Background: an optimization exercise with open tools, aiming at small area and a short achievable clock period. Do not read the settings as production practice. At most, simulation tests tie the RTL to the original design; equivalence was not proved. The RTL of run 2 was laid out without a check of its function. No activity file was given, so power comes from the tool's default toggle rates.

$ cat flow/design.v
`timescale 1ns / 1ps
package tcaoq_pkg;
   localparam int DEPTH = 64;
   localparam int TAG_BITS = 16;
   localparam int SEQ_BITS = 16;
   localparam int CNT_BITS = $clog2(DEPTH + 1);
   typedef enum logic [1:0] {
      FUNC_ENQUEUE      = 2'd0,
      FUNC_DEQ_NAMED    = 2'd1,
      FUNC_DEQ_OLDEST   = 2'd2
   } func_type;
   typedef enum logic [1:0] {
      STATUS_ENQUEUED   = 2'd0,
      STATUS_DEQUEUED   = 2'd1,
      STATUS_EMPTY      = 2'd2,
      STATUS_FULL       = 2'd3
   } status_type;
   localparam logic KIND_FIRST  = 1'b0;
   localparam logic KIND_SECOND = 1'b1;
   typedef struct packed {
      logic [TAG_BITS-1:0] tag;
      logic [SEQ_BITS-1:0] seq;
   } entry_type;
   typedef struct packed {
      logic push;
      logic pop;
   } lane_ctrl_type;
   typedef struct packed {
      logic      empty;
      logic      full;
      entry_type head;
   } lane_stat_type;
endpackage
`timescale 1ns / 1ps
module tcaoq_cell (
   input  logic                 clock,
   input  logic                 load,
   input  logic                 shift,
   input  tcaoq_pkg::entry_type wr_entry,
   input  tcaoq_pkg::entry_type next_entry,
   output tcaoq_pkg::entry_type entry
);
   tcaoq_pkg::entry_type entry_ff;
   tcaoq_pkg::entry_type entry_in;
   always_comb begin
      entry_in = entry_ff;
      if (shift) begin
         entry_in = next_entry;
      end else if (load) begin
         entry_in = wr_entry;
      end
   end
   always_ff @(posedge clock) begin
      entry_ff <= entry_in;
   end
   assign entry = entry_ff;
endmodule
`timescale 1ns / 1ps
module tcaoq_lane (
   input  logic                     clock,
   input  logic                     reset,
   input  tcaoq_pkg::lane_ctrl_type ctrl,
   input  tcaoq_pkg::entry_type     wr_entry,
   output tcaoq_pkg::lane_stat_type stat
);
   localparam int DEPTH    = tcaoq_pkg::DEPTH;
   localparam int CNT_BITS = tcaoq_pkg::CNT_BITS;
   localparam int EW       = tcaoq_pkg::TAG_BITS + tcaoq_pkg::SEQ_BITS;
   logic [CNT_BITS-1:0]    count_ff;
   logic [CNT_BITS-1:0]    count_in;
   logic [DEPTH*EW-1:0]    cell_data;
   logic [DEPTH*EW-1:0]    neighbor_data;
   assign neighbor_data = {cell_data[DEPTH*EW-1 -: EW], cell_data[DEPTH*EW-1:EW]};
   for (genvar i = 0; i < DEPTH; i++) begin : g_cell
      logic at_tail;
      assign at_tail = (count_ff == CNT_BITS'(i));
      tcaoq_cell u_cell (
         .clock      (clock),
         .load       (ctrl.push && at_tail),
         .shift      (ctrl.pop),
         .wr_entry   (wr_entry),
         .next_entry (neighbor_data[i*EW +: EW]),
         .entry      (cell_data[i*EW +: EW])
      );
   end
   always_comb begin
      count_in = count_ff;
      if (ctrl.push) begin
         count_in = count_ff + CNT_BITS'(1);
      end else if (ctrl.pop) begin
         count_in = count_ff - CNT_BITS'(1);
      end
   end
   always_ff @(posedge clock) begin
      if (reset) begin
         count_ff <= '0;
      end else begin
         count_ff <= count_in;
      end
   end
   assign stat.empty = (count_ff == '0);
   assign stat.full  = (count_ff == CNT_BITS'(DEPTH));
   assign stat.head  = cell_data[EW-1:0];
endmodule
`timescale 1ns / 1ps
module two_class_age_ordered_queue (
   input  logic        clock,
   input  logic        reset,
   input  logic        req_valid,
   output logic        req_ready,
   input  logic [1:0]  req_func,
   input  logic        req_kind,
   input  logic [15:0] req_tag,
   output logic        rsp_valid,
   input  logic        rsp_ready,
   output logic [1:0]  rsp_status,
   output logic        rsp_out_kind,
   output logic [15:0] rsp_out_tag
);
   tcaoq_pkg::lane_ctrl_type       first_ctrl;
   tcaoq_pkg::lane_ctrl_type       second_ctrl;
   tcaoq_pkg::lane_stat_type       first_stat;
   tcaoq_pkg::lane_stat_type       second_stat;
   tcaoq_pkg::entry_type           wr_entry;
   logic [tcaoq_pkg::SEQ_BITS-1:0] arrival_ff;
   logic [tcaoq_pkg::SEQ_BITS-1:0] arrival_in;
   logic [tcaoq_pkg::SEQ_BITS-1:0] seq_diff;
   logic                           first_older;
   logic                           accept;
   logic                           rsp_valid_ff;
   logic                           rsp_valid_in;
   tcaoq_pkg::status_type          status_ff;
   tcaoq_pkg::status_type          status_in;
   logic                           kind_ff;
   logic                           kind_in;
   logic [15:0]                    tag_ff;
   logic [15:0]                    tag_in;
   assign req_ready = !rsp_valid_ff || rsp_ready;
   assign accept        = req_valid && req_ready;
   assign wr_entry.tag = tcaoq_pkg::TAG_BITS'(req_tag);
   assign wr_entry.seq = arrival_ff;
   assign seq_diff    = first_stat.head.seq - second_stat.head.seq;
   assign first_older = (seq_diff == '0) || seq_diff[tcaoq_pkg::SEQ_BITS-1];
   always_comb begin
      first_ctrl  = '0;
      second_ctrl = '0;
      arrival_in  = arrival_ff;
      status_in   = tcaoq_pkg::STATUS_EMPTY;
      kind_in     = tcaoq_pkg::KIND_FIRST;
      tag_in      = '0;
      case (req_func)
         tcaoq_pkg::FUNC_ENQUEUE: begin
            kind_in = req_kind;
            if ((req_kind == tcaoq_pkg::KIND_FIRST) ? first_stat.full
                                                        : second_stat.full) begin
               status_in = tcaoq_pkg::STATUS_FULL;
            end else begin
               status_in        = tcaoq_pkg::STATUS_ENQUEUED;
               first_ctrl.push  = (req_kind == tcaoq_pkg::KIND_FIRST);
               second_ctrl.push = (req_kind == tcaoq_pkg::KIND_SECOND);
               arrival_in       = arrival_ff + tcaoq_pkg::SEQ_BITS'(1);
            end
         end
         tcaoq_pkg::FUNC_DEQ_NAMED: begin
            kind_in = req_kind;
            if (req_kind == tcaoq_pkg::KIND_FIRST) begin
               if (!first_stat.empty) begin
                  status_in      = tcaoq_pkg::STATUS_DEQUEUED;
                  first_ctrl.pop = 1'b1;
                  tag_in         = 16'(first_stat.head.tag);
               end
            end else begin
               if (!second_stat.empty) begin
                  status_in       = tcaoq_pkg::STATUS_DEQUEUED;
                  second_ctrl.pop = 1'b1;
                  tag_in          = 16'(second_stat.head.tag);
               end
            end
         end
         tcaoq_pkg::FUNC_DEQ_OLDEST: begin
            if (!first_stat.empty && (second_stat.empty || first_older)) begin
               status_in      = tcaoq_pkg::STATUS_DEQUEUED;
               kind_in        = tcaoq_pkg::KIND_FIRST;
               first_ctrl.pop = 1'b1;
               tag_in         = 16'(first_stat.head.tag);
            end else if (!second_stat.empty) begin
               status_in       = tcaoq_pkg::STATUS_DEQUEUED;
               kind_in         = tcaoq_pkg::KIND_SECOND;
               second_ctrl.pop = 1'b1;
               tag_in          = 16'(second_stat.head.tag);
            end
         end
         default: begin
            status_in = tcaoq_pkg::STATUS_EMPTY;
         end
      endcase
      if (!accept) begin
         first_ctrl  = '0;
         second_ctrl = '0;
         arrival_in  = arrival_ff;
      end
   end
   always_comb begin
      rsp_valid_in = rsp_valid_ff;
      if (accept) begin
         rsp_valid_in = 1'b1;
      end else if (rsp_ready) begin
         rsp_valid_in = 1'b0;
      end
   end
   always_ff @(posedge clock) begin
      if (reset) begin
         rsp_valid_ff <= 1'b0;
         arrival_ff   <= tcaoq_pkg::SEQ_BITS'(1);
      end else begin
         rsp_valid_ff <= rsp_valid_in;
         arrival_ff   <= arrival_in;
      end
   end
   always_ff @(posedge clock) begin
      if (accept) begin
         status_ff <= status_in;
         kind_ff   <= kind_in;
         tag_ff    <= tag_in;
      end
   end
   assign rsp_valid    = rsp_valid_ff;
   assign rsp_status   = status_ff;
   assign rsp_out_kind = kind_ff;
   assign rsp_out_tag  = tag_ff;
   tcaoq_lane u_first_lane (
      .clock    (clock),
      .reset    (reset),
      .ctrl     (first_ctrl),
      .wr_entry (wr_entry),
      .stat     (first_stat)
   );
   tcaoq_lane u_second_lane (
      .clock    (clock),
      .reset    (reset),
      .ctrl     (second_ctrl),
      .wr_entry (wr_entry),
      .stat     (second_stat)
   );
endmodule
$ cat flow/run.sh
#!/bin/bash
# synth_recipe.tcl (not shown) runs the flow's synth.tcl, then flattens the netlist and writes it again
# the make line also repeats each setting of config.mk as NAME=value (left out here)
make -C /OpenROAD-flow-scripts/flow DESIGN_CONFIG=/design/flow/config.mk WORK_HOME=/design/flow/orfs CLKGATE_MAP_FILE= SYNTH_SCRIPT=/design/flow/synth_recipe.tcl finish
$ cat flow/config.mk
export PLATFORM = sky130hd
export DESIGN_NAME = two_class_age_ordered_queue
export DESIGN_NICKNAME = two_class_age_ordered_queue
export VERILOG_FILES = /design/flow/design.v
export SDC_FILE = /design/flow/constraint.sdc
export NUM_CORES = 4
export LEC_CHECK = 0
export CAP_MARGIN = 20
export CORE_MARGIN = 2
export CORE_UTILIZATION = 40
export SLEW_MARGIN = 20
$ cat flow/constraint.sdc
create_clock -name core_clock -period 4.5 [get_ports {clock}]
set_input_delay 0.9000 -clock core_clock [delete_from_list [all_inputs] [get_ports {clock}]]
set_output_delay 0.9000 -clock core_clock [all_outputs]
set_load 0.01 [all_outputs]
==> run_results.csv, run 1 <==
group,metric,value,unit
global_route,gr-usage-met2,29.0,%
placed_design,gp_congestion,0.822,
drt,post-route-drc-count,0,
setup_path,critPathMaxFanout,35,
timing,fmax,237,MHz
clock_network,cts_setup_buffers,0,
setup_path,reg2reg_from,"u_second_lane.g_cell[0].u_cell.entry_ff[8]",
timing,drv_slew,0,
timing,fin_crit_sh,93.6,%
layout,final_cell_area,189000,µm²
power,power.share.clock,39.8,%
clock_network,worstSkewPairLatency,940,ps
setup_path,reg2regPathDepth,15,
global_route,grt.overflow.total,0,
global_route,use_met1,23.7,%
timing,hold_viol_final,0,
placed_design,io_buffers,43,
setup_path,critical-path-max-stage-delay,420,ps
layout,syn2layout_area_growth,16.2,%
clock_network,cts_sinks,4146,
hold_path,worstHoldPathCells,1,
clock_network,cts.htree.levels,5,
run_status,outcome,"complete, no violations",
setup_path,cp-start-kind,"flip-flop",
timing,period_needed,4210,ps
global_route,grt-busiest-layer,"met2",
die,num_rows,234,
clock_network,clk_pin_slew,70,ps
drt,dr.pass1.iters,6,
logic_synthesis,synth_edf_count,4115,
logic_synthesis,yosysWarnings,3,
placed_design,dp_hpwl,230,mm
setup_path,crit_type,"reg -> reg",
clock_network,postCtsHoldBufs,0,
die,start_util,40.1,%
global_route,grt_pass1_vias,89248,
die,dieArea,412000,µm²
clock_network,cts_tree,"built",
timing,setup_viol,0,
hold_path,min_from,"u_second_lane.g_cell[30].u_cell.entry_ff[21]",
global_route,grt_pass1_wl,558,mm
logic_synthesis,ys_ff_latch,4146,
logic_synthesis,syn_inst,9779,
drt,detail-route-antenna-nets,0,
drt,vias_per_cell,5.48,
power,p_leak,87.0,nW
timing,max-slew-margin-rel,33.0,%
setup_path,cp-end-kind,"flip-flop",
drt,drt_iter0_drc,7992,
drt,num_vias,86053,
clock_network,clk_path_buf_depth,4,
logic_synthesis,synth_area,163000,µm²
layout,final_nets,10004,
global_route,gr-usage-all-layers,17.3,%
power,irDropWorstVdd,0.000361,V
clock_network,numCtsBuffers,405,
drt,drt-total-wl,370,mm
clock_network,cts-resized-gates,0,
setup_path,cp_data_required_time,5080,ps
global_route,antenna_found_initial,6,
die,core_area,406000,µm²
placed_design,place_area,176000,µm²
logic_synthesis,ys.flop_type,"edfxtp_1",
drt,wl_per_cell,23.6,µm
timing,grt_setup_unrepaired,"no",
clock_network,clockRootBuffer,"clkbuf_16",
power,p_int,0.0650,W
power,p_seq_share,53.4,%
hold_path,min_path_type,"reg -> reg",
power,p_comb_share,6.9,%
layout,final_common_cell,"edfxtp_1",
global_route,grt_max_degree,76,
die,fp.dieW,642,µm
logic_synthesis,ys_seq_area_share,76.3,%
setup_path,cp_slowest_cell,"nor4_1",
logic_synthesis,synthDistinctLibCells,63,
setup_path,crit_top_cell,"buf_12",
power,netSwitchingFraction,21.8,%
run,cap_violations,0,
setup_path,cp.arrival,4790,ps
die,die_y,642,µm
global_route,grt_util_met3,2.18,%
logic_synthesis,synthArstFlopShare,0,%
setup_path,path_cells,"inv_1 -> ha_1 -> a21oi_2 -> o21a_1 -> nor2_1 -> nor4_1 -> nand4_1 -> nor4_4 -> buf_4 -> o31ai_4 -> buf_12 -> buf_12 -> buf_4 -> o21ai_2 -> buf_12",
power,p_sw,0.0181,W
setup_path,timing.critical_path.from,"u_second_lane.g_cell[0].u_cell.entry_ff[8]",
timing,skew,83.9,ps
logic_synthesis,avgSynthCellArea,16.7,µm²
power,power_density,439,nW/µm²
die,io_pins,44,
layout,drive_gt1_share,14.0,%
timing,setup-tns-final,0,ps
layout,mostFrequentLayoutCells,"4115 x edfxtp_1, 4035 x a21o_1, 411 x clkbuf_16",
timing,worstMarginPinSlew,1010,ps
logic_synthesis,syn_nets,9833,
-- cell usage after synthesis (5+ instances only) --
library cell	number	area, µm²
nand4_1	15	93.8
buf_2	584	2920
buf_4	38	285
o21a_1	6	45.0
ha_1	30	375
and3_1	7	43.8
or2_2	7	43.8
nor2_1	49	184
dfxtp_1	31	621
a21oi_1	27	135
nand3_1	30	150
a31oi_1	9	56.3
buf_1	29	109
a21o_1	4036	30300
nor3_1	15	75.1
xor2_1	15	131
a22o_1	15	131
inv_1	31	116
mux2i_1	6	60.1
edfxtp_1	4115	124000
o21ai_0	138	691
clkbuf_1	304	1140
or3_1	5	31.3
a211oi_1	6	45.0
nand2b_1	7	43.8
and2_1	71	444
nor2b_1	5	31.3
nand2_1	59	221
nor4_1	13	81.3
o311ai_0	7	61.3
xnor2_1	5	43.8
-- path summary, 6_finish.rpt --
check,endpoint,slack (ps)
worst max-delay path,u_first_lane.g_cell[16].u_cell.entry_ff[3],290
worst min-delay path,u_second_lane.g_cell[29].u_cell.entry_ff[21],500
worst max register to register,u_first_lane.g_cell[16].u_cell.entry_ff[3],290
worst min register to register,u_second_lane.g_cell[29].u_cell.entry_ff[21],500
-- state kept, by name, summed over array words and instances, names as in the netlist --
register and flops:
arrival_ff 16, kind_ff 1, rsp_valid_ff 1, status_ff 2
tag_ff 16, u_first_lane.count_ff 7, u_first_lane.g_cell.u_cell.entry_ff 2048, u_second_lane.count_ff 7
u_second_lane.g_cell.u_cell.entry_ff 2048
-- worst max-delay path: cells and delay by family (launching register included) --
kind,cells,cell delay (ps)
buffers and inverters,6,1120
and+or+nand+nor,4,1050
AOI/OAI and AO/OA,4,860
DFF,1,380
adders and majority gates,1,370
-- per-stage QoR --
| step | setup slack [ps] | instances | total power (W) | hold WS [ps] | util [%] |
|---|---|---|---|---|---|
| global route | 27.2 | 15702 | 0.0858 | 505 | 46.6 |
| CTS | 291 | 15700 | 0.0839 | 476 | 46.6 |
| finish | 289 | 15703 | 0.0832 | 495 | 46.6 |
| detailed placement | 146 | 14971 | 0.0509 | 501 | 43.5 |
| floorplan | -503 | 9779 | 0.0485 | 472 | - |
| global placement | 18.6 | 14971 | 0.0508 | 495 | 43.5 |
-- layer usage --
metal | vias to the layer above | wire [µm]
li1 | 37987 | -
met1 | 45123 | 163000
met2 | 2388 | 179000
met3 | 551 | 17300
met4 | 4 | 10200
met5 | - | 29
-- logic make-up (layout without fill, tap and decap cells) --
| group | count (synthesis) | after routing | share of synthesized area (%) |
|---|---|---|---|
| AO/OA/AOI/OAI | 4283 | 4283 | 19.5 |
| XOR/XNOR | 20 | 20 | 0.108 |
| adder cells (fa/ha/maj) | 31 | 31 | 0.243 |
| buffers and inverters | 987 | 1480 | 2.81 |
| flip-flops | 4146 | 4146 | 76.3 |
| multiplexers | 8 | 8 | 0.0507 |
| other | 0 | 3 | 0 |
| AND/OR/NAND/NOR | 304 | 304 | 1.00 |
-- area by class of cell --
type,instances,area [µm²]
sequential,4146,124000
clock buffer,491,10600
timing repair buffer,719,10100
multi-input combinational,4646,35300
clock inverter,238,2220
fill,34165,217000
inverter,32,120
antenna,3,7.51
tap,5428,6790
-- power groups by stage --
stage	sequential, W	combinational [W]	clock (W)
global placement	0.0452	0.00561	0
global route	0.0444	0.00615	0.0352
floorplan	0.0451	0.00334	0
finish	0.0444	0.00572	0.0331
CTS	0.0444	0.00578	0.0338
detailed placement	0.0452	0.00571	0
==> run 2, diff against run 1 <==
--- a/flow/design.v
+++ b/flow/design.v
@@ -37,5 +37,3 @@
    input  logic                 load,
-   input  logic                 shift,
    input  tcaoq_pkg::entry_type wr_entry,
-   input  tcaoq_pkg::entry_type next_entry,
    output tcaoq_pkg::entry_type entry
@@ -43,13 +41,6 @@
    tcaoq_pkg::entry_type entry_ff;
-   tcaoq_pkg::entry_type entry_in;
-   always_comb begin
-      entry_in = entry_ff;
-      if (shift) begin
-         entry_in = next_entry;
-      end else if (load) begin
-         entry_in = wr_entry;
-      end
-   end
-   always_ff @(posedge clock) begin
-      entry_ff <= entry_in;
+   always_ff @(posedge clock) begin
+      if (load) begin
+         entry_ff <= wr_entry;
+      end
    end
@@ -66,19 +57,23 @@
    localparam int DEPTH    = tcaoq_pkg::DEPTH;
+   localparam int ROWS     = DEPTH - 1;
    localparam int CNT_BITS = tcaoq_pkg::CNT_BITS;
+   localparam int PTR_BITS = $clog2(ROWS);
    localparam int EW       = tcaoq_pkg::TAG_BITS + tcaoq_pkg::SEQ_BITS;
-   logic [CNT_BITS-1:0]    count_ff;
-   logic [CNT_BITS-1:0]    count_in;
-   logic [DEPTH*EW-1:0]    cell_data;
-   logic [DEPTH*EW-1:0]    neighbor_data;
-   assign neighbor_data = {cell_data[DEPTH*EW-1 -: EW], cell_data[DEPTH*EW-1:EW]};
-   for (genvar i = 0; i < DEPTH; i++) begin : g_cell
-      logic at_tail;
-      assign at_tail = (count_ff == CNT_BITS'(i));
+   logic [CNT_BITS-1:0]  count_ff;
+   logic                 empty_ff;
+   logic                 one_ff;
+   logic                 full_ff;
+   logic [PTR_BITS-1:0]  rd_ptr_ff;
+   logic [PTR_BITS-1:0]  wr_ptr_ff;
+   tcaoq_pkg::entry_type head_ff;
+   tcaoq_pkg::entry_type next_head;
+   logic [ROWS-1:0]      rd_sel;
+   logic [ROWS*EW-1:0]   row_data;
+   for (genvar i = 0; i < ROWS; i++) begin : g_row
+      assign rd_sel[i] = (rd_ptr_ff == PTR_BITS'(i));
       tcaoq_cell u_cell (
-         .clock      (clock),
-         .load       (ctrl.push && at_tail),
-         .shift      (ctrl.pop),
-         .wr_entry   (wr_entry),
-         .next_entry (neighbor_data[i*EW +: EW]),
-         .entry      (cell_data[i*EW +: EW])
+         .clock    (clock),
+         .load     (!full_ff && (wr_ptr_ff == PTR_BITS'(i))),
+         .wr_entry (wr_entry),
+         .entry    (row_data[i*EW +: EW])
       );
@@ -86,7 +81,16 @@
    always_comb begin
-      count_in = count_ff;
-      if (ctrl.push) begin
-         count_in = count_ff + CNT_BITS'(1);
+      next_head = '0;
+      for (int i = 0; i < ROWS; i++) begin
+         next_head = next_head | (row_data[i*EW +: EW] & {EW{rd_sel[i]}});
+      end
+   end
+   logic [PTR_BITS-1:0] rd_ptr_inc;
+   logic [PTR_BITS-1:0] wr_ptr_inc;
+   assign rd_ptr_inc = (rd_ptr_ff == PTR_BITS'(ROWS - 1)) ? PTR_BITS'(0) : rd_ptr_ff + PTR_BITS'(1);
+   assign wr_ptr_inc = (wr_ptr_ff == PTR_BITS'(ROWS - 1)) ? PTR_BITS'(0) : wr_ptr_ff + PTR_BITS'(1);
+   always_ff @(posedge clock) begin
+      if (empty_ff) begin
+         head_ff <= wr_entry;
       end else if (ctrl.pop) begin
-         count_in = count_ff - CNT_BITS'(1);
+         head_ff <= next_head;
       end
@@ -95,10 +99,29 @@
       if (reset) begin
-         count_ff <= '0;
-      end else begin
-         count_ff <= count_in;
-      end
-   end
-   assign stat.empty = (count_ff == '0);
-   assign stat.full  = (count_ff == CNT_BITS'(DEPTH));
-   assign stat.head  = cell_data[EW-1:0];
+         count_ff  <= '0;
+         empty_ff  <= 1'b1;
+         one_ff    <= 1'b0;
+         full_ff   <= 1'b0;
+         rd_ptr_ff <= '0;
+         wr_ptr_ff <= '0;
+      end else if (ctrl.push) begin
+         count_ff <= count_ff + CNT_BITS'(1);
+         empty_ff <= 1'b0;
+         one_ff   <= empty_ff;
+         full_ff  <= (count_ff == CNT_BITS'(DEPTH - 1));
+         if (!empty_ff) begin
+            wr_ptr_ff <= wr_ptr_inc;
+         end
+      end else if (ctrl.pop) begin
+         count_ff <= count_ff - CNT_BITS'(1);
+         empty_ff <= one_ff;
+         one_ff   <= (count_ff == CNT_BITS'(2));
+         full_ff  <= 1'b0;
+         if (!one_ff) begin
+            rd_ptr_ff <= rd_ptr_inc;
+         end
+      end
+   end
+   assign stat.empty = empty_ff;
+   assign stat.full  = full_ff;
+   assign stat.head  = head_ff;
 endmodule
@@ -220,3 +243,3 @@
    always_ff @(posedge clock) begin
-      if (accept) begin
+      if (req_ready) begin
          status_ff <= status_in;
--- a/flow/config.mk
+++ b/flow/config.mk
@@ -10,2 +10,3 @@
 export CORE_UTILIZATION = 40
+export SETUP_SLACK_MARGIN = 2.0
 export SLEW_MARGIN = 20
==> run 2 against run 1 <==
  * Combinational power fell by 77%
  * Area after synthesis fell by 6.9%
  * Critical path depth grew 1
  * Non-clock buffer count rose by 928
  * Routed wire length is 93% higher
  * First-iteration DRC count grew to 3.2 times the previous value
  * Die area decreased by 6.8%
  * Critical endpoint is now u_second_lane.rd_ptr_ff[2]
  * Largest cell class unchanged
==> run_results.csv, run 2 <==
group,metric,value,unit
layout,syn2layout_area_growth,29.4,%
setup_path,cp-start-kind,"flip-flop",
setup_path,cp-end-kind,"flip-flop",
hold_path,worstHoldPathCells,1,
timing,fmax,283,MHz
die,dieArea,384000,µm²
setup_path,path_cells,"ha_4 -> a211o_1 -> a21oi_2 -> nand2_2 -> mux2_4 -> nor4_2 -> nand4_1 -> nor4b_4 -> buf_6 -> buf_6 -> o21bai_4 -> a21oi_4 -> buf_12 -> buf_4 -> nor3_1 -> nor3_1",
clock_network,cts_sinks,4176,
logic_synthesis,synthArstFlopShare,0,%
setup_path,cp_slowest_cell,"edfxtp_1",
layout,mostFrequentLayoutCells,"4115 x edfxtp_1, 1438 x a22oi_1, 875 x buf_4",
layout,final_cell_area,196000,µm²
setup_path,reg2regPathDepth,16,
clock_network,cts.htree.levels,5,
placed_design,placed_cells,13593,
power,irDropWorstVdd,0.000389,V
timing,period_needed,3530,ps
logic_synthesis,ys.flop_type,"edfxtp_1",
setup_path,cp_data_required_time,5370,ps
logic_synthesis,synthDistinctLibCells,72,
timing,worstMarginPinSlew,1250,ps
timing,fin_crit_sh,78.5,%
setup_path,critPathMaxFanout,9,
drt,drt-total-wl,714,mm
die,core_area,378000,µm²
clock_network,worstSkewPairLatency,990,ps
global_route,grt_max_degree,98,
layout,drive_gt1_share,31.3,%
die,io_pins,44,
hold_path,min_path_type,"in -> reg",
run,cap_violations,0,
logic_synthesis,synth_area,152000,µm²
global_route,grt_pass1_wl,907,mm
clock_network,clk_path_buf_depth,4,
timing,setup-tns-final,0,ps
clock_network,cts_tree,"built",
die,start_util,40.1,%
drt,post-route-drc-count,0,
logic_synthesis,yosys-top-cells-area,"edfxtp_1 81%, a22oi_1 8.0%, nand4_1 1.4%",
timing,max-slew-margin-rel,16.8,%
clock_network,clk_pin_slew,70,ps
drt,detail-route-antenna-nets,0,
run_status,outcome,"complete, no violations",
drt,num_vias,108817,
drt,dr.pass1.iters,8,
placed_design,place_area,166000,µm²
placed_design,dp_hpwl,376,mm
layout,nFillCells,28942,
clock_network,postCtsHoldBufs,0,
drt,drt_iter0_drc,25297,
global_route,gr-usage-all-layers,35.6,%
layout,final_core_util,51.9,%
layout,reg_top3,"u_first_lane.g_row.u_cell.entry_ff (2016), u_second_lane.g_row.u_cell.entry_ff (2016)",
setup_path,cp_top_family,"simple AND/OR/NAND/NOR gates",
logic_synthesis,yosys.area.top_type_share,81.5,%
logic_synthesis,yosys.area.top_type,"edfxtp_1",
placed_design,gp_congestion,0.913,
layout,final_cells,15296,
setup_path,cp.arrival,4400,ps
global_route,antenna_found_initial,62,
placed_design,io_buffers,43,
die,num_rows,226,
clock_network,numCtsBuffers,404,
logic_synthesis,syn_nets,8396,
timing,skew,75.2,ps
global_route,grt_pass1_vias,98481,
logic_synthesis,synth_edf_count,4115,
logic_synthesis,ys_seq_area_share,82.3,%
timing,hold_viol_final,0,
logic_synthesis,syn_inst,8324,
power,power_density,398,nW/µm²
drt,wl_per_cell,46.7,µm
layout,final_common_cell,"edfxtp_1",
logic_synthesis,avgSynthCellArea,18.2,µm²
timing,grt_setup_unrepaired,"yes",
setup_path,crit_type,"reg -> reg",
setup_path,cp.depth,16,
die,die_y,620,µm
logic_synthesis,yosysWarnings,3,
drt,vias_per_cell,7.11,
power,p_total,0.0782,W
global_route,grt.overflow.total,0,
layout,final_nets,10003,
setup_path,r2r_setup_slack,970,ps
clock_network,clockRootBuffer,"clkbuf_16",
timing,setup_viol,0,
logic_synthesis,synthTopCellsByCount,"4115 x edfxtp_1, 1624 x a22oi_1, 397 x clkbuf_1, 337 x nand4_1, 319 x nor2_1",
logic_synthesis,synth_most_common_cell,"edfxtp_1",
setup_path,cp_num_buf_inv,4,
setup_path,critical-path-max-stage-delay,430,ps
power,p_leak,62.3,nW
timing,drv_slew,0,
die,fp.dieW,620,µm
logic_synthesis,ys_ff_latch,4176,
## run 2: cell count changes after synthesis, sizes merged, moves of 183 or more
cell / delta
a21o: -4021
nand4: +322
a22oi: +1623
buf: -600
nor2: +270
a221oi: +183
nand3: +183
## run 2: kinds of logic after synthesis
| family | synth area share (%) |
|---|---|
| flops | 82.3 |
| fa+ha+maj | 0.419 |
| compound gates | 11.3 |
| xor+xnor | 0.196 |
| mux | 0.196 |
| simple gates | 4.41 |
| buf+inv | 1.21 |
## run 2: repair_timing
| action | in CTS | in global routing |
|---|---|---|
| endpoints found under the setup margin | 1819 | 678 |
| gates cloned | 21 | 12 |
| pin swaps | 581 | 393 |
| resized for setup | 1070 | 459 |
| setup buffers | 715 | 199 |
| hold endpoints to repair | 0 | 0 |
## run 2: metal layers
metal / track usage, % / part of all wire [%]
met3: 13.3 / 17
met2: 51.3 / 42
met5: 0.758 / 0.10
met4: 29.0 / 11
met1: 42.4 / 30
## run 2: per-stage QoR
| step | hold WS [ps] | setup slack [ps] |
|---|---|---|
| 3_5_place_dp | 501 | 340 |
| 5_1_grt | 479 | 823 |
| 2_1_floorplan | 474 | 1210 |
| 4_1_cts | 458 | 988 |
| 6_report | 481 | 966 |
| 3_3_place_gp | 497 | 113 |
## run 2: final timing paths
kind,end,from
max,u_second_lane.rd_ptr_ff[2],u_first_lane.head_ff[5]
min,u_first_lane.g_row[54].u_cell.entry_ff[30],req_tag[14]
min reg2reg,u_second_lane.count_ff[4],u_second_lane.count_ff[4]
max reg2reg,u_second_lane.rd_ptr_ff[2],u_first_lane.head_ff[5]
## run 2: area by class of cell
class	instances	area (µm²)	share of cell area (%)
diodes	34	85.1	0.0434
inverters	35	149	0.0759
well taps	5016	6280	3.20
clock inverters	239	2350	1.20
flip-flops and latches	4176	125000	63.7
repair buffers	1647	19400	9.91
clock buffers	482	10600	5.39
multi-input cells	3667	32400	16.5
## run 2: report_power, final
group          switching (W)  internal [W]
logic               0.000901      0.000430
clock network         0.0150        0.0192
registers           0.000113        0.0425
==> run 3, diff against run 2 <==
--- a/flow/design.v
+++ b/flow/design.v
@@ -75,3 +75,3 @@
          .clock    (clock),
-         .load     (!full_ff && (wr_ptr_ff == PTR_BITS'(i))),
+         .load     (ctrl.push && !empty_ff && (wr_ptr_ff == PTR_BITS'(i))),
          .wr_entry (wr_entry),
@@ -91,3 +91,3 @@
    always_ff @(posedge clock) begin
-      if (empty_ff) begin
+      if (ctrl.push && empty_ff) begin
          head_ff <= wr_entry;
@@ -243,3 +243,3 @@
    always_ff @(posedge clock) begin
-      if (req_ready) begin
+      if (accept) begin
          status_ff <= status_in;
--- a/flow/config.mk
+++ b/flow/config.mk
@@ -10,3 +10,2 @@
 export CORE_UTILIZATION = 40
-export SETUP_SLACK_MARGIN = 2.0
 export SLEW_MARGIN = 20
==> run 3 against run 2 <==
  * Non-clock buffer count is 727 lower
  * Fmax is 19% lower
  * Sequential share of layout area is 5.1 points higher
  * Critical path type unchanged
  * Via count is 5.2% lower
  * Largest power group unchanged
  * Critical path depth is 9 lower
  * Cell area is 7.4% lower
  * Still clean
==> run_results.csv, run 3 <==
group,metric,value,unit
run_status,outcome,"complete, no violations",
setup_path,path_cells,"or2_2 -> nor2_4 -> buf_12 -> a221oi_1 -> nand4_1 -> nor3_1 -> a31oi_1",
power,power_density,427,nW/µm²
global_route,grt_pass1_vias,93997,
die,core_area,376000,µm²
clock_network,cts.htree.levels,5,
setup_path,cp-start-kind,"flip-flop",
clock_network,clk_pin_slew,70,ps
timing,period_needed,4350,ps
logic_synthesis,syn_nets,8222,
setup_path,reg2reg_from,"u_first_lane.rd_ptr_ff[4]",
power,netSwitchingFraction,20.6,%
layout,syn2layout_area_growth,20.0,%
drt,vias_per_cell,7.17,
logic_synthesis,synth_area,151000,µm²
logic_synthesis,yosysWarnings,3,
logic_synthesis,synthTopCellsByCount,"4115 x edfxtp_1, 1095 x a22oi_1, 427 x a22o_1, 416 x a221oi_1, 366 x nor2_1",
setup_path,cp_slowest_cell,"nor3_1",
layout,nFillCells,30708,
die,dieArea,383000,µm²
layout,reg_top3,"u_first_lane.g_row.u_cell.entry_ff (2016), u_second_lane.g_row.u_cell.entry_ff (2016)",
setup_path,cp.arrival,5010,ps
logic_synthesis,ys_seq_area_share,82.4,%
setup_path,r2r_setup_slack,150,ps
clock_network,cts_setup_buffers,0,
drt,num_vias,103182,
clock_network,numCtsBuffers,403,
clock_network,cts_sinks,4176,
layout,final_common_cell,"edfxtp_1",
clock_network,cts_tree,"built",
timing,hold_viol_final,0,
setup_path,cp-end-kind,"flip-flop",
power,power.share.clock,44.1,%
logic_synthesis,syn_inst,8150,
clock_network,cts-resized-gates,0,
logic_synthesis,yosys-top-cells-area,"edfxtp_1 82%, a22oi_1 5.4%, a22o_1 2.5%",
die,start_util,40.3,%
die,io_pins,44,
timing,grt_setup_unrepaired,"no",
power,p_int,0.0616,W
drt,detail-route-antenna-nets,0,
logic_synthesis,ys.flop_type,"edfxtp_1",
setup_path,critPathMaxFanout,26,
timing,drv_slew,0,
layout,final_nets,9100,
layout,mostFrequentLayoutCells,"4115 x edfxtp_1, 1095 x a22oi_1, 608 x buf_4",
power,irDropWorstVdd,0.000304,V
placed_design,dp_hpwl,417,mm
clock_network,clk_path_buf_depth,4,
setup_path,cp_num_buf_inv,1,
die,fp.dieW,619,µm
timing,fmax,230,MHz
logic_synthesis,synth_most_common_cell,"edfxtp_1",
drt,post-route-drc-count,0,
layout,drive_gt1_share,18.9,%
setup_path,cp_top_family,"simple AND/OR/NAND/NOR gates",
setup_path,crit_type,"reg -> reg",
timing,setup_viol,0,
power,p_seq_share,54.8,%
drt,wl_per_cell,47.2,µm
run,cap_violations,0,
setup_path,cp_data_required_time,5160,ps
placed_design,io_buffers,43,
timing,fin_crit_sh,96.8,%
logic_synthesis,synthDistinctLibCells,81,
die,die_y,619,µm
timing,hold_ws,434,ps
setup_path,timing.critical_path.from,"u_first_lane.rd_ptr_ff[4]",
hold_path,min_path_type,"in -> reg",
drt,dr.pass1.iters,8,
logic_synthesis,avgSynthCellArea,18.6,µm²
global_route,grt_max_degree,87,
drt,drt-total-wl,679,mm
global_route,grt.overflow.total,0,
clock_network,worstSkewPairLatency,1030,ps
timing,skew,88.2,ps
global_route,grt_pass1_wl,880,mm
logic_synthesis,ys_ff_latch,4176,
logic_synthesis,yosys.area.top_type,"edfxtp_1",
power,p_comb_share,1.1,%
power,p_leak,59.5,nW
logic_synthesis,synth_edf_count,4115,
die,num_rows,225,
logic_synthesis,synthArstFlopShare,0,%
hold_path,min_from,"req_tag[14]",
drt,drt_iter0_drc,25580,
power,p_sw,0.0160,W
global_route,gr-usage-all-layers,34.5,%
layout,final_core_util,48.3,%
global_route,antenna_found_initial,62,
timing,worstMarginPinSlew,1370,ps
timing,max-slew-margin-rel,8.60,%
timing,setup-tns-final,0,ps
placed_design,gp_congestion,0.984,
setup_path,critical-path-max-stage-delay,930,ps
clock_network,clockRootBuffer,"clkbuf_16",
clock_network,postCtsHoldBufs,0,
logic_synthesis,yosys.area.top_type_share,81.6,%
run 3: cell types whose count changed after synthesis, sizes merged, moves of 27 or more:
cell    delta
a22oi    -529
nor2b     -74
buf       +27
a31oi     +62
a221oi   +234
nor2      +47
a222oi    +63
nor3      +73
clkbuf    -28
nand3     -53
nor4      -82
a21oi    -136
a22o     +231
run 3: layer usage:
metal  GRT usage (%)  routed length [µm]  vias to the layer above
li1                -                   -                    36541
met1            44.9              223000                    51708
met2            48.0              277000                    12426
met3            14.0              126000                     2447
met4            21.4               52200                       60
met5               0                 467                        -
run 3: area by class of cell:
cell class | count | area [µm²] | share of cell area [%]
Tap cell | 4994 | 6250 | 3.44
Clock inverter | 240 | 2450 | 1.35
Timing Repair Buffer | 920 | 10600 | 5.81
Sequential cell | 4176 | 125000 | 68.8
Antenna cell | 25 | 62.6 | 0.0345
Multi-Input combinational cell | 3483 | 26700 | 14.7
Clock buffer | 499 | 10600 | 5.83
Inverter | 44 | 165 | 0.0910
run 3: stage by stage:
stage                     instance area (µm²)  total power (W)  cells  setup slack, ps
after global routing                   182000           0.0788  14359              211
after CTS                              181000           0.0774  14350              216
after detailed placement               168000           0.0442  13611             -245
after floorplan                        151000           0.0435   8150             -337
after global placement                 168000           0.0442  13609             -584
final                                  182000           0.0776  14381              145
run 3: cells by family after synthesis:
kind of cell | share of synthesized area (%)
simple gates | 3.90
compound gates | 11.7
buf+inv | 1.25
mux | 0.0826
fa+ha+maj | 0.420
xor+xnor | 0.191
flops | 82.4
run 3: worst paths after layout:
check / endpoint / depth (start not counted)
min reg2reg: u_second_lane.count_ff[4] / 2
max: u_first_lane.head_ff[16] / 7
min: u_first_lane.g_row[9].u_cell.entry_ff[30] / 1
max reg2reg: u_first_lane.head_ff[16] / 7
run 3: power groups by stage:
stage          logic [W]  clock network, W  registers (W)
2_1_floorplan   0.000179                 0         0.0433
3_3_place_gp    0.000838                 0         0.0433
3_5_place_dp    0.000843                 0         0.0433
4_1_cts         0.000841            0.0340         0.0425
5_1_grt         0.000888            0.0354         0.0425
6_report        0.000872            0.0342         0.0425

==> separate check: timing with driven ports <==
No port has a modelled driver above. Below, the same layouts with a new extraction and two added sets of constraints.
Step 1 sets driving cells, clkbuf_16 on the clock port and buf_2 on the other inputs (assumed; they add their load-dependent delay and slew).
Step 2 also shifts input and output timing later by t, the mid clock arrival at the registers, as if the neighbouring blocks saw the same clock.
Slacks: ideal / step 1 / step 2; pairs: ideal / step 1.
run	shift t [ns]	slack for setup (ns)	slew at the worst register clock pin (ns)	pins driven straight from the clock port
run 1	1.014	0.289 / 0.289 / 0.064	0.07 / 0.07	1
run 2	1.060	0.966 / 0.966 / 0.631	0.08 / 0.08	1
run 3	1.082	0.145 / 0.145 / -0.358	0.07 / 0.07	1
With both steps, setup timing fails in run 3, where it was met with ideal ports. For run 3, which loses most, drivers alone change the setup slack by 0.000 ns; drivers and shift together by -0.503 ns.
